Source: an optimization exercise on an open RTL-to-GDS flow (aim: small area, a short achievable clock period and few clock cycles). Production flows keep margins and buffers that such runs may drop. Only simulation tests tie the RTL to the original design; equivalence was not proved.

== run 1 ==
## screlu_output_dot_product_core
module screlu_output_dot_product_core #(
    parameter int QA_LIMIT    = scrod_pkg::QA_LIMIT_DEF,
    parameter int QB_SCALE    = scrod_pkg::QB_SCALE_DEF,
    parameter int OUT_SCALE   = scrod_pkg::OUT_SCALE_DEF,
    parameter int NUM_BUCKETS = scrod_pkg::NUM_BUCKETS_DEF
) (
    input  logic                                clk,
    input  logic                                rst_n,
    input  logic                                push,
    output logic                                full,
    input  logic signed [scrod_pkg::ACT_W-1:0]  activation,
    input  logic signed [scrod_pkg::WGT_W-1:0]  weight,
    input  logic [scrod_pkg::BKT_W-1:0]         bucket,
    input  logic                                last,
    output logic                                empty,
    input  logic                                pop,
    output logic signed [scrod_pkg::EVAL_W-1:0] eval,
    input  logic                                cfg_we,
    input  logic [scrod_pkg::CFG_IDX_W-1:0]     cfg_index,
    input  logic [scrod_pkg::CFG_DAT_W-1:0]     cfg_data
);
    localparam int NMAX = 4;
    logic       full_reg;
    logic [2:0] n_reg;           
    logic       accept;
    logic       popd;
    logic [2:0] n_next;
    assign accept = push && !full_reg;
    assign full   = full_reg;
    logic       v0_reg;
    logic [7:0] c0_reg;
    logic [7:0] w0_reg;
    logic [2:0] b0_reg;
    logic       l0_reg;
    logic [7:0] clamped;
    assign clamped = activation[15]      ? 8'd0 :
  ...
Settings: LEC_CHECK=0, ABC_AREA=1, CAP_MARGIN=20, CORE_MARGIN=2, CORE_UTILIZATION=40, CTS_CLUSTER_DIAMETER=95, CTS_CLUSTER_SIZE=27, SETUP_SLACK_MARGIN=5.0, SLEW_MARGIN=20; clock period 8.5 ns.
standard.sh (not shown) runs the stock make flow with config.mk's settings and CLKGATE_MAP_FILE= SYNTH_SCRIPT=/design/flow/synth_recipe.tcl, a recipe that flattens the netlist after the stock synthesis.
==> flow/flow/run.sh <==
#!/bin/bash
# Layout flow: the standard flow (standard synthesis, floorplan, placement, CTS,
# routing, finish) run whole through standard.sh, with two changes to how the layout
# is made: the port buffers are sky130_fd_sc_hd__buf_2 cells instead of the flow's
# default choice (every port still gets its buffer), and timing repair aims for a
# setup slack margin of SETUP_MARGIN ns. The clock period and constraints are the standard flow's.
set -euo pipefail
SETUP_MARGIN=5.3
export BUFFER_PORTS_ARGS="-buffer_cell sky130_fd_sc_hd__buf_2"
bash standard.sh SETUP_SLACK_MARGIN=$SETUP_MARGIN finish > standard_flow.log 2>&1
No stage failed in run 1, and the final checks on the layout all came back clean.
Testbench counts of run 1, summed over its fixed seeds: cycles 37,459.
[inputs] run 2 vs run 1
- CTS_CLUSTER_SIZE changed from 27 to 30
- CTS_CLUSTER_DIAMETER changed from 95 to 100
[summary]
Global-route usage (higher): run 1
Going from run 1 to run 2, number of hold-repair buffers added at the cts stage was more or less identical, combined flip-flop and latch cell area was more or less identical, time the worst path needs with I/O delays and setup picked up an extra 0.18 ns, end-of-flow core utilization decreased 0.25 points.
Run 2 reports its critical path startpoint as pop while run 1 reports m4_reg[5].
Inputs modified between run 2 and run 3:
- swapping 30 for 25 in CTS_CLUSTER_SIZE
- swapping 100 for 90 in CTS_CLUSTER_DIAMETER
## What came out
Taking run 3 as 1.0, run 2 lands at 0.924 on initial detailed-routing violation count. Number of instances in the synthesized netlist: run 2 vs run 3 identical. Sum of routed wire length over all layers: run 3 > run 2. Of the two values seen for destination of the critical timing path, o0_reg[20] was produced by run 3 and c_p2_reg[6] by run 2.

========
screlu_output_dot_product_core, a different RTL version from the one above (not shown whole).
For scale: ~37000 um^2 of cells after synthesis.
clock: 8.5 ns
lec_check: 0
abc_area: 1
cap_margin: 20
core_margin: 2
core_utilization: 40
cts_cluster_diameter: 90
cts_cluster_size: 25
setup_slack_margin: 5.0
slew_margin: 20
==> flow/flow/run.sh <==
#!/bin/bash
# Layout flow: the standard flow (standard synthesis, floorplan, placement, CTS,
# routing, finish) run whole through standard.sh, with two changes to how the layout
# is made: the port buffers are sky130_fd_sc_hd__buf_2 cells instead of the flow's
# default choice (every port still gets its buffer), and timing repair aims for a
# setup slack margin of SETUP_MARGIN ns. The clock period and constraints are the standard flow's.
set -euo pipefail
SETUP_MARGIN=5.0
export BUFFER_PORTS_ARGS="-buffer_cell sky130_fd_sc_hd__buf_2"
bash standard.sh SETUP_SLACK_MARGIN=$SETUP_MARGIN finish > standard_flow.log 2>&1
The first run finished with timing, DRC and antenna clean.
Testbench counts at the start, summed over its fixed seeds: cycles 37,149.
==> next run, changes <==
==> flow/run.sh (new file) <==
#!/bin/bash
# synth_recipe.tcl (not shown) runs the flow's synth.tcl, then flattens the netlist and writes it again
# the make line also repeats each setting of config.mk as NAME=value (left out here)
make -C /OpenROAD-flow-scripts/flow DESIGN_CONFIG=/design/flow/config.mk WORK_HOME=/design/flow/orfs CLKGATE_MAP_FILE= SYNTH_SCRIPT=/design/flow/synth_recipe.tcl finish
Settings changed: CTS_CLUSTER_DIAMETER 90 to 100, CTS_CLUSTER_SIZE 25 to 30.
removed: flow/flow/run.sh
removed: flow/standard.sh
=> The new run finished with timing, DRC and antenna clean. Design area is higher by 0.68%. Via count is lower by 0.38%. Die area does not change. Cell count stays flat. Clock skew stays flat. Core utilization is higher by 0.30 points.

static timing again, ports no longer ideal:
The results above use ideal ports. As a check the final layouts listed here were re-extracted and re-timed, cells and wires unchanged. Step 1 assumes that a clkbuf_16 drives the clock port and a buf_2 every other input. Step 2 also shifts input and output timing later by t, the mid clock arrival at the registers, as if the neighbouring blocks saw the same clock. Slacks: no drivers / after step 1 / after step 2; pairs: no drivers / after step 1.
| run | t, ns | setup slack, ns | latest minus earliest clock arrival (ns) | worst register clock-pin slew, ns | cell pins on the clock port's net |
|---|---|---|---|---|---|
| run 1 | 0.653 | 5.394 / 5.394 / 4.950 | 0.054 / 0.054 | 0.10 / 0.10 | 1 |
| run 2 | 0.709 | 5.214 / 5.258 / 4.550 | 0.065 / 0.065 | 0.12 / 0.12 | 1 |
| run 3 | 0.662 | 5.405 / 5.405 / 4.908 | 0.052 / 0.053 | 0.10 / 0.10 | 1 |
| the first run of note 2 | 0.682 | 5.150 / 5.191 / 4.512 | 0.059 / 0.059 | 0.10 / 0.10 | 1 |
| the second run of note 2 | 0.718 | 5.103 / 5.036 / 4.455 | 0.057 / 0.057 | 0.12 / 0.12 | 1 |
After both steps setup and hold are still met in every run listed. The setup slack of run 2, which loses most, moves by +0.044 ns with the drivers and by -0.664 ns with both steps.
